Source: an optimization exercise on an open RTL-to-GDS flow (aim: small area, a short achievable clock period and few clock cycles). Production flows keep margins and buffers that such runs may drop.
RTL that was checked went through simulation tests only; none was proved equivalent to the original.

## prime_sieve_ctrl
module prime_sieve_ctrl #(
  parameter int N      = 1024,
  parameter int ADDR_W = 10,
  parameter int CNT_W  = 10
) (
  input  logic              Clock,
  input  logic              Reset_n,
  input  logic              Start,
  input  logic              En,
  output logic              Busy,
  output logic              Done,
  output logic              PrimeValid,
  output logic [ADDR_W-1:0] Prime,
  output logic [CNT_W-1:0]  PrimeCount
);
==> module prime_sieve_ctrl, before the edit <==
module prime_sieve_ctrl #(
  parameter int N      = 1024,
  parameter int ADDR_W = 10,
  parameter int CNT_W  = 10
) (
  input  logic              Clock,
  input  logic              Reset_n,
  input  logic              Start,
  input  logic              En,
  output logic              Busy,
  output logic              Done,
  output logic              PrimeValid,
  output logic [ADDR_W-1:0] Prime,
  output logic [CNT_W-1:0]  PrimeCount
);
  localparam logic [7:0] LAST = 8'd172;    
  function automatic logic [2:0] skip_at(input logic [7:0] i);
    case (i)
      8'd1: skip_at = 3'd7;
      8'd8: skip_at = 3'd1;
      8'd10: skip_at = 3'd1;
      8'd14: skip_at = 3'd1;
      8'd15: skip_at = 3'd1;
      8'd17: skip_at = 3'd1;
      8'd20: skip_at = 3'd1;
      8'd22: skip_at = 3'd1;
      8'd23: skip_at = 3'd2;
      8'd29: skip_at = 3'd4;
      8'd31: skip_at = 3'd1;
      8'd33: skip_at = 3'd2;
      8'd35: skip_at = 3'd1;
      8'd36: skip_at = 3'd1;
      8'd38: skip_at = 3'd1;
      8'd39: skip_at = 3'd1;
      8'd41: skip_at = 3'd2;
      8'd45: skip_at = 3'd3;
      8'd46: skip_at = 3'd3;
      8'd50: skip_at = 3'd1;
      8'd52: skip_at = 3'd2;
      8'd53: skip_at = 3'd1;
      8'd54: skip_at = 3'd1;
      8'd55: skip_at = 3'd1;
      8'd57: skip_at = 3'd1;
      8'd60: skip_at = 3'd2;
      8'd61: skip_at = 3'd4;
      8'd65: skip_at = 3'd4;
      8'd66: skip_at = 3'd1;
      8'd67: skip_at = 3'd2;
      8'd70: skip_at = 3'd1;
      8'd71: skip_at = 3'd2;
      8'd72: skip_at = 3'd1;
      8'd73: skip_at = 3'd1;
      8'd75: skip_at = 3'd1;
      8'd76: skip_at = 3'd2;
      8'd78: skip_at = 3'd2;
      8'd79: skip_at = 3'd2;
      8'd81: skip_at = 3'd2;
      8'd83: skip_at = 3'd1;
      8'd85: skip_at = 3'd1;
      8'd86: skip_at = 3'd2;
      8'd90: skip_at = 3'd3;
      8'd91: skip_at = 3'd2;
      8'd93: skip_at = 3'd2;
      8'd95: skip_at = 3'd1;
      8'd96: skip_at = 3'd3;
      8'd98: skip_at = 3'd5;
      8'd99: skip_at = 3'd1;
      8'd100: skip_at = 3'd2;
      8'd101: skip_at = 3'd1;
      8'd102: skip_at = 3'd1;
      8'd104: skip_at = 3'd1;
      8'd105: skip_at = 3'd2;
      8'd106: skip_at = 3'd1;
      8'd107: skip_at = 3'd1;
      8'd109: skip_at = 3'd1;
      8'd110: skip_at = 3'd1;
      8'd113: skip_at = 3'd3;
      8'd114: skip_at = 3'd2;
      8'd117: skip_at = 3'd1;
      8'd118: skip_at = 3'd1;
      8'd120: skip_at = 3'd3;
      8'd122: skip_at = 3'd1;
      8'd123: skip_at = 3'd2;
      8'd124: skip_at = 3'd2;
      8'd125: skip_at = 3'd2;
      8'd126: skip_at = 3'd2;
      8'd127: skip_at = 3'd2;
      8'd128: skip_at = 3'd1;
      8'd129: skip_at = 3'd1;
      8'd131: skip_at = 3'd2;
      8'd132: skip_at = 3'd1;
      8'd134: skip_at = 3'd2;
      8'd136: skip_at = 3'd4;
      8'd137: skip_at = 3'd2;
      8'd138: skip_at = 3'd3;
      8'd140: skip_at = 3'd2;
      8'd144: skip_at = 3'd2;
      8'd145: skip_at = 3'd4;
      8'd149: skip_at = 3'd4;
      8'd153: skip_at = 3'd6;
      8'd155: skip_at = 3'd2;
      8'd156: skip_at = 3'd2;
      8'd157: skip_at = 3'd2;
      8'd159: skip_at = 3'd1;
      8'd160: skip_at = 3'd1;
      8'd161: skip_at = 3'd4;
      8'd163: skip_at = 3'd1;
      8'd164: skip_at = 3'd1;
      8'd165: skip_at = 3'd2;
      8'd166: skip_at = 3'd1;
      8'd167: skip_at = 3'd3;
      8'd169: skip_at = 3'd1;
      default: skip_at = 3'd0;
    endcase
  endfunction
  function automatic logic [4:0] step_at(input logic pos, input logic [2:0] code);
    case ({pos, code})
      4'd0: step_at = {4'd1, 1'b1};
      4'd1: step_at = {4'd3, 1'b0};
      4'd2: step_at = {4'd4, 1'b1};
      4'd3: step_at = {4'd6, 1'b0};
      4'd4: step_at = {4'd7, 1'b1};
      4'd5: step_at = {4'd9, 1'b0};
      4'd6: step_at = {4'd10, 1'b1};
      4'd7: step_at = {4'd1, 1'b0};
      4'd8: step_at = {4'd2, 1'b0};
      4'd9: step_at = {4'd3, 1'b1};
      4'd10: step_at = {4'd5, 1'b0};
      4'd11: step_at = {4'd6, 1'b1};
      4'd12: step_at = {4'd8, 1'b0};
      4'd13: step_at = {4'd9, 1'b1};
      4'd14: step_at = {4'd11, 1'b0};
      4'd15: step_at = {4'd0, 1'b0};
      default: step_at = 5'd0;
    endcase
  endfunction
  logic [7:0] idx_q;       
  logic [8:0] half_q;      
  logic       busy_q, done_q;
  logic       pos_q;       
  logic [2:0] code_q;      
  logic [4:0] step_s;
  assign step_s = step_at(pos_q, code_q);
  always_ff @(posedge Clock or negedge Reset_n) begin
    if (!Reset_n) begin
      idx_q  <= '0;
      half_q <= '0;
      busy_q <= 1'b0;
      done_q <= 1'b0;
      pos_q  <= 1'b0;
      code_q <= '0;
    end else if (En) begin
      if (busy_q) begin
        if (idx_q == LAST) begin
          busy_q <= 1'b0;
          done_q <= 1'b1;
        end else begin
          idx_q  <= idx_q + 8'd1;
          half_q <= half_q + {5'd0, step_s[4:1]};
          pos_q  <= step_s[0];
          code_q <= skip_at(idx_q);
        end
      end else if (Start) begin
        idx_q  <= 8'd1;
        half_q <= 9'd1;
        pos_q  <= 1'b1;
        code_q <= 3'd7;
        busy_q <= 1'b1;
        done_q <= 1'b0;
      end
    end
  end
  assign Busy       = busy_q;
  assign Done       = done_q;
  assign PrimeValid = busy_q & En;
  assign Prime      = {half_q, (idx_q[7:1] != 7'd0)};
  assign PrimeCount = {2'b00, idx_q};
endmodule
Settings: LEC_CHECK=0, CAP_MARGIN=20, CORE_MARGIN=2, CORE_UTILIZATION=40, SETUP_SLACK_MARGIN=3.6, SLEW_MARGIN=20; clock period 6.5 ns.
standard.sh (not shown) runs the stock make flow with config.mk's settings and CLKGATE_MAP_FILE= SYNTH_SCRIPT=/design/flow/synth_recipe.tcl, a recipe that flattens the netlist after the stock synthesis.
==> flow/flow/run.sh <==
#!/bin/bash
# Own layout flow: the standard ORFS flow (standard.sh) with
#  - synthesis: the standard script, but without Yosys's full-adder extraction
#    and with ABC's default liberty mapping in place of ORFS's speed script;
#    registers, their names and cell types are those of the standard synthesis;
#  - every port still buffered, with sky130_fd_sc_hd__buf_1 as the port buffer;
#  - CTS without dummy loads.
# Each tool's full output goes to a log file in the work folder.
set -euo pipefail
W=$(pwd)
export MY_ABC_D=${MY_ABC_D:-3000}
bash standard.sh SYNTH_SCRIPT="$W/flow/synth.tcl" ADDER_MAP_FILE= synth > "$W/synth.log" 2>&1
bash standard.sh \
  "BUFFER_PORTS_ARGS=-buffer_cell sky130_fd_sc_hd__buf_1" \
  "CTS_ARGS=-sink_clustering_enable -repair_clock_nets -dont_use_dummy_load" \
  finish > "$W/layout.log" 2>&1
==> flow/flow/synth.tcl <==
# Standard synthesis (synth_recipe.tcl) with ABC's default liberty mapping in
# place of ORFS's speed script.
proc synth {args} { yosys synth -nofsm -noshare {*}$args }

proc abc {args} {
  set keep {}
  set skip 0
  foreach a $args {
    if {$skip} { set skip 0; continue }
    if {$a eq "-script" || $a eq "-D"} { set skip 1; continue }
    lappend keep $a
  }
  if {[info exists ::env(MY_ABC_SCRIPT)] && $::env(MY_ABC_SCRIPT) ne ""} {
    set keep [concat [list -script $::env(MY_ABC_SCRIPT)] $keep]
  }
  if {[info exists ::env(MY_ABC_D)] && $::env(MY_ABC_D) ne ""} {
    lappend keep -D $::env(MY_ABC_D)
  }
  puts "my abc: $keep"
  yosys abc {*}$keep
}
source $::env(SCRIPTS_DIR)/synth.tcl
# left out here: clear keep_hierarchy, flatten, clean up, hide names made inside functions, write 1_2_yosys.v
The baseline finished clean.
Testbench counts at the start, summed over its fixed seeds: cycles 2,080.
Rerun with:
--- a/flow/design.v
+++ b/flow/design.v
@@ -147,8 +147,6 @@
       half_q <= '0;
       busy_q <= 1'b0;
       done_q <= 1'b0;
-      pos_q  <= 1'b0;
-      code_q <= '0;
     end else if (En) begin
       if (busy_q) begin
         if (idx_q == LAST) begin
@@ -157,16 +155,23 @@
         end else begin
           idx_q  <= idx_q + 8'd1;
           half_q <= half_q + {5'd0, step_s[4:1]};
-          pos_q  <= step_s[0];
-          code_q <= skip_at(idx_q);
         end
       end else if (Start) begin
         idx_q  <= 8'd1;
         half_q <= 9'd1;
+        busy_q <= 1'b1;
+        done_q <= 1'b0;
+      end
+    end
+  end
+  always_ff @(posedge Clock) begin
+    if (En) begin
+      if (busy_q) begin
+        pos_q  <= step_s[0];
+        code_q <= skip_at(idx_q);
+      end else if (Start) begin
         pos_q  <= 1'b1;
         code_q <= 3'd7;
-        busy_q <= 1'b1;
-        done_q <= 1'b0;
       end
     end
   end
Result: First-iteration DRC count is higher by well over a third. Synthesized cell count is higher by a few percent. Hold slack gets worse by 38 ps. Design area is higher by about a fifth. Routed wire length is higher by a little under a tenth. Clock-buffer cell count is unchanged.
No functional check of the RTL was part of the second run of this note.

-- separate check: timing with driven ports --
In the flow no input, the clock included, has a driving cell. The finished layouts below were timed again as built, in two steps. Step 1, drivers: a clkbuf_16 drives Clock and a buf_2 each remaining input, both assumed. Step 2, shift: input delay + t, output delay - t, t = (earliest + latest rising clock arrival at the registers) / 2. This alone moves slack from input paths to output paths. Slacks: ideal / step 1 / step 2; pairs: ideal / step 1.
| run | t (ns) | setup slack, ns | worst setup path after step 2 | slew at the worst register clock pin (ns) |
|---|---|---|---|---|
| the first run | 0.280 | 3.599 / 3.560 / 3.478 | input to register | 0.08 / 0.08 |
| the second run | 0.289 | 3.583 / 3.543 / 3.433 | input to register | 0.09 / 0.09 |
After both steps every run listed still meets setup and hold. The setup slack of the second run, which loses most, moves by -0.040 ns with the drivers and by -0.150 ns with both steps.
